Background: an optimization exercise with open tools, aiming at small area. Do not read the settings as production practice. Power is estimated from default activity; no workload was simulated.

==> flow/design.v <==
package core_pkg;
  typedef enum logic [2:0] {
    NO_CSR_OP = 3'd0,
    WRITE_CSR = 3'd1,
    SET_CSR   = 3'd2,
    CLEAR_CSR = 3'd3,
    SYSTEM    = 3'd4
  } csr_op_e;
  typedef logic [4:0] hpm_sel_t;
  localparam logic [11:0] CSR_MCYCLE        = 12'hB00;
  localparam logic [11:0] CSR_MINSTRET      = 12'hB02;
  localparam logic [11:0] CSR_MCYCLEH       = 12'hB80;
  localparam logic [11:0] CSR_MINSTRETH     = 12'hB82;
  localparam logic [11:0] CSR_MCOUNTINHIBIT = 12'h320;
  localparam logic [11:0] CSR_CYCLE         = 12'hC00;
  localparam logic [11:0] CSR_INSTRET       = 12'hC02;
  localparam logic [11:0] CSR_CYCLEH        = 12'hC80;
  localparam logic [11:0] CSR_INSTRETH      = 12'hC82;
  localparam logic [11:0] MHPMCOUNTER3_BASE  = 12'hB03;
  localparam logic [11:0] MHPMCOUNTER3H_BASE = 12'hB83;
  localparam logic [11:0] MHPMEVENT3_BASE    = 12'h323;
  localparam logic [11:0] HPMCOUNTER3_BASE   = 12'hC03;
  localparam logic [11:0] HPMCOUNTER3H_BASE  = 12'hC83;
  function automatic logic [31:0] csr_apply_op(input logic [2:0]  op,
                                               input logic [31:0] old_val,
                                               input logic [31:0] wdata);
    case (op)
      core_pkg::WRITE_CSR: csr_apply_op = wdata;
      core_pkg::SET_CSR:   csr_apply_op = old_val | wdata;
      core_pkg::CLEAR_CSR: csr_apply_op = old_val & ~wdata;
      default:   csr_apply_op = old_val;
    endcase
  endfunction
endpackage
module hpm_counter (
  input  logic        clk,
  input  logic        live,
  input  logic        en,
  input  logic        wr_lo,
  input  logic        wr_hi,
  input  logic [31:0] wdata,
  output logic [63:0] count
);
  localparam int B = 8;              
  localparam int NB = 64 / B;
  logic [63:0] count_q, count_d;
  logic [63:0] c, co;   
  logic [NB:0] g;
  logic        keep_lo, keep_hi, en_lo, en_hi;
  always_comb begin
    en_lo = en & ~wr_hi;
    en_hi = en & ~wr_lo;
    g[0] = 1'b1;
    for (int b = 0; b < NB; b++) g[b+1] = g[b] & (&count_q[B*b +: B]);
    for (int b = 0; b < NB; b++) c[B*b] = ((B*b < 32) ? en_lo : en_hi) & g[b];
    keep_lo = ~wr_lo & live;
    keep_hi = ~wr_hi & live;
  end
  for (genvar i = 0; i < 64; i++) begin : g_bit
    if (i % B != 0) begin : g_ci
      assign c[i] = co[i-1];
    end
    if (i == 0) begin : g_b0
      assign co[0] = count_q[0] & c[0];
      assign count_d[0] = wr_lo ? wdata[0] : (live ? count_q[0] ^ c[0] : c[0]);
    end else begin : g_bn
      hpm_bit u_bit (
        .q    (count_q[i]),
        .c    (c[i]),
        .wr   ((i < 32) ? wr_lo : wr_hi),
        .keep ((i < 32) ? keep_lo : keep_hi),
        .w    (wdata[i % 32]),
        .d    (count_d[i]),
        .co   (co[i])
      );
    end
  end
  always_ff @(posedge clk) count_q <= count_d;
  assign count = count_q;
endmodule
module hpm_bit (
  input  logic q,
  input  logic c,
  input  logic wr,
  input  logic keep,
  input  logic w,
  output logic d,
  output logic co
);
  assign d  = (wr & w) | (keep & (q ^ c));
  assign co = q & c;
endmodule
module csr_counter_unit (
  input  logic        clk,
  input  logic        rst_n,
  input  logic        csr_valid_i,
  input  logic [2:0]  csr_op_i,
  input  logic [11:0] csr_addr_i,
  input  logic [31:0] csr_wdata_i,
  output logic [31:0] csr_rdata_o,
  output logic        csr_hit_o,
  output logic        csr_illegal_o,
  input  logic        retire_i,
  input  logic [7:0]  event_i
);
  localparam int NC = 6;
  logic [4:0]  idx;
  logic [6:0]  grp;
  logic        g_mlo, g_mhi, g_ulo, g_uhi, g_evt, idx_lo, impl, is_wr_op, wr_ok;
  logic        cnt_win, evt_win, inh_addr, hit;
  logic [6:0]  idx_is;
  logic [31:0] rdata, wdata_new;
  logic        live_q;
  logic [63:0] cnt [NC];
  logic [4:0]  evt_sel_q [4];
  logic [5:0]  inhibit_q;       
  logic [NC-1:0] cnt_en, wr_lo, wr_hi, rsel_lo, rsel_hi;
  logic [3:0]  wr_evt, rsel_evt;
  logic        wr_inh, rsel_inh;
  always_comb begin
    idx      = csr_addr_i[4:0];
    grp      = csr_addr_i[11:5];
    for (int k = 0; k < 7; k++) idx_is[k] = (idx == 5'(k));
    g_mlo    = (grp == 7'h58);
    g_mhi    = (grp == 7'h5C);
    g_ulo    = (grp == 7'h60);
    g_uhi    = (grp == 7'h64);
    g_evt    = (grp == 7'h19);
    cnt_win  = (g_mlo || g_mhi || g_ulo || g_uhi) && !idx_is[1];
    evt_win  = g_evt && (idx >= 5'd3);
    inh_addr = g_evt && idx_is[0];
    impl     = (idx <= 5'd6);
    is_wr_op = !csr_op_i[2] && (csr_op_i[1:0] != 2'b00);
    hit      = cnt_win || evt_win || inh_addr;
    csr_hit_o     = csr_valid_i && hit;
    csr_illegal_o = csr_valid_i && (((cnt_win || evt_win) && !impl) ||
                                    ((g_ulo || g_uhi) && !idx_is[1] && is_wr_op));
    wr_ok    = csr_valid_i && is_wr_op;
    for (int k = 0; k < NC; k++) begin
      idx_lo = idx_is[(k == 0) ? 0 : k + 1];
      wr_lo[k]   = wr_ok && g_mlo && idx_lo;
      wr_hi[k]   = wr_ok && g_mhi && idx_lo;
      rsel_lo[k] = live_q && (g_mlo || g_ulo) && idx_lo;
      rsel_hi[k] = live_q && (g_mhi || g_uhi) && idx_lo;
    end
    for (int k = 0; k < 4; k++) begin
      wr_evt[k]   = wr_ok && g_evt && idx_is[k + 3];
      rsel_evt[k] = live_q && g_evt && idx_is[k + 3];
    end
    wr_inh   = wr_ok && inh_addr;
    rsel_inh = live_q && inh_addr;
  end
  csr_rmux u_rmux (
    .sel_lo  (rsel_lo),
    .sel_hi  (rsel_hi),
    .sel_evt (rsel_evt),
    .sel_inh (rsel_inh),
    .cnt     ({cnt[5], cnt[4], cnt[3], cnt[2], cnt[1], cnt[0]}),
    .evt     ({evt_sel_q[3], evt_sel_q[2], evt_sel_q[1], evt_sel_q[0]}),
    .inh     ({inhibit_q[5:1], 1'b0, inhibit_q[0]}),
    .rdata   (rdata)
  );
  always_comb begin
    case (csr_op_i[1:0])
      2'd1:    wdata_new = csr_wdata_i;
      2'd2:    wdata_new = rdata | csr_wdata_i;
      default: wdata_new = rdata & ~csr_wdata_i;
    endcase
  end
  assign csr_rdata_o = rdata;
  always_comb begin
    cnt_en[0] = !(live_q && inhibit_q[0]);
    cnt_en[1] = retire_i && !(live_q && inhibit_q[1]);
    for (int k = 0; k < 4; k++)
      cnt_en[k+2] = live_q && !inhibit_q[k+2] &&
                    (evt_sel_q[k] >= 5'd1) && (evt_sel_q[k] <= 5'd8) &&
                    event_i[3'(evt_sel_q[k] - 5'd1)];
  end
  for (genvar k = 0; k < NC; k++) begin : g_cnt
    hpm_counter u_cnt (
      .clk   (clk),
      .live  (live_q),
      .en    (cnt_en[k]),
      .wr_lo (wr_lo[k]),
      .wr_hi (wr_hi[k]),
      .wdata (wdata_new),
      .count (cnt[k])
    );
  end
  always_ff @(posedge clk or negedge rst_n) begin
    if (!rst_n) live_q <= 1'b0;
    else        live_q <= 1'b1;
  end
  always_ff @(posedge clk) begin
    for (int k = 0; k < 4; k++)
      evt_sel_q[k] <= ({5{wr_evt[k]}} & wdata_new[4:0]) |
                      ({5{!wr_evt[k] && live_q}} & evt_sel_q[k]);
    inhibit_q <= ({6{wr_inh}} & {wdata_new[6:2], wdata_new[0]}) |
                 ({6{!wr_inh && live_q}} & inhibit_q);
  end
endmodule
module csr_rmux (
  input  logic [5:0]      sel_lo,
  input  logic [5:0]      sel_hi,
  input  logic [3:0]      sel_evt,
  input  logic            sel_inh,
  input  logic [6*64-1:0] cnt,
  input  logic [19:0]     evt,
  input  logic [6:0]      inh,
  output logic [31:0]     rdata
);
  logic [31:0] xtra;        
  always_comb begin
    xtra = '0;
    for (int k = 0; k < 4; k++)
      xtra = xtra | {27'd0, {5{sel_evt[k]}} & evt[5*k +: 5]};
    xtra = xtra | {25'd0, {7{sel_inh}} & inh};
  end
  for (genvar b = 0; b < 32; b++) begin : g_bit
    logic [11:0] dat;
    for (genvar k = 0; k < 6; k++) begin : g_k
      assign dat[2*k]   = cnt[64*k + b];
      assign dat[2*k+1] = cnt[64*k + 32 + b];
    end
    if (b < 7) begin : g_x
      csr_rmux_bitx u_bit (
        .sel ({sel_hi[5], sel_lo[5], sel_hi[4], sel_lo[4], sel_hi[3], sel_lo[3],
               sel_hi[2], sel_lo[2], sel_hi[1], sel_lo[1], sel_hi[0], sel_lo[0]}),
        .dat (dat), .x (xtra[b]), .y (rdata[b]));
    end else begin : g_n
      csr_rmux_bit u_bit (
        .sel ({sel_hi[5], sel_lo[5], sel_hi[4], sel_lo[4], sel_hi[3], sel_lo[3],
               sel_hi[2], sel_lo[2], sel_hi[1], sel_lo[1], sel_hi[0], sel_lo[0]}),
        .dat (dat), .y (rdata[b]));
    end
  end
endmodule
module csr_rmux_bit (
  input  logic [11:0] sel,
  input  logic [11:0] dat,
  output logic        y
);
  logic [3:0] t_n;
  for (genvar j = 0; j < 4; j++) begin : g_t
    csr_aoi3 u_t (.s(sel[3*j +: 3]), .d(dat[3*j +: 3]), .y_n(t_n[j]));
  end
  assign y = ~(&t_n);
endmodule
module csr_rmux_bitx (
  input  logic [11:0] sel,
  input  logic [11:0] dat,
  input  logic        x,
  output logic        y
);
  logic [3:0] t_n;
  for (genvar j = 0; j < 4; j++) begin : g_t
    csr_aoi3 u_t (.s(sel[3*j +: 3]), .d(dat[3*j +: 3]), .y_n(t_n[j]));
  end
  assign y = ~(&t_n) | x;
endmodule
module csr_aoi3 (
  input  logic [2:0] s,
  input  logic [2:0] d,
  output logic       y_n
);
  assign y_n = ~(|(s & d));
endmodule
export LEC_CHECK = 0
export CAP_MARGIN = 20
export CORE_MARGIN = 2
export CORE_UTILIZATION = 65
export SLEW_MARGIN = 20
export SYNTH_HIERARCHICAL = 1
create_clock -name core_clock -period 6.5 [get_ports {clk}]
standard.sh (not shown) runs the stock make flow with config.mk's settings and CLKGATE_MAP_FILE= SYNTH_SCRIPT=/design/flow/synth_recipe.tcl, a recipe that flattens the netlist after the stock synthesis.
==> flow/flow/run.sh <==
#!/bin/bash
set -euo pipefail
export CTS_ARGS="-sink_clustering_enable -repair_clock_nets -dont_use_dummy_load -sink_clustering_size 30 -sink_clustering_max_diameter 100 -buf_list sky130_fd_sc_hd__clkbuf_16"
export BUFFER_PORTS_ARGS="-buffer_cell sky130_fd_sc_hd__buf_1"
bash standard.sh > flow_run.log 2>&1
==> next run, changes <==
==> flow/run.sh (new file) <==
#!/bin/bash
# synth_recipe.tcl (not shown) runs the flow's synth.tcl, then flattens the netlist and writes it again
# the make line also repeats each setting of config.mk as NAME=value (left out here)
make -C /OpenROAD-flow-scripts/flow DESIGN_CONFIG=/design/flow/config.mk WORK_HOME=/design/flow/orfs CLKGATE_MAP_FILE= SYNTH_SCRIPT=/design/flow/synth_recipe.tcl finish
- CTS_BUF_LIST: not set -> sky130_fd_sc_hd__clkbuf_16
- CTS_CLUSTER_DIAMETER: not set -> 100
- CTS_CLUSTER_SIZE: not set -> 30
removed: flow/flow/run.sh
removed: flow/standard.sh
Result: Design area rose by 2.6%. Routed wire length rose by about 1.4%. Total power rose by 2.4%.
No functional check of the RTL was part of any run of this note.

## separate check: timing with driven ports
Ports are ideal in the flow. The routed layouts listed here were re-timed in OpenROAD.
Step 1 sets driving cells, clkbuf_16 on the clock port and buf_2 on the other inputs (assumed; they add their load-dependent delay and slew).
Step 2, shift: input delay + t, output delay - t, t = (earliest + latest rising clock arrival at the registers) / 2. This alone moves slack from input paths to output paths.
Slacks: ideal ports / drivers / drivers and shift; pairs: ideal ports / drivers.
run	shift t [ns]	setup slack, ns	cell pins on the clock port's net
the first run	0.584	0.983 / 0.959 / 0.836	1
the second run	0.595	0.303 / 0.268 / 0.268	1
After both steps every run listed still meets setup and hold. The setup slack of the first run, which loses most, moves by -0.024 ns with the drivers and by -0.147 ns with both steps.
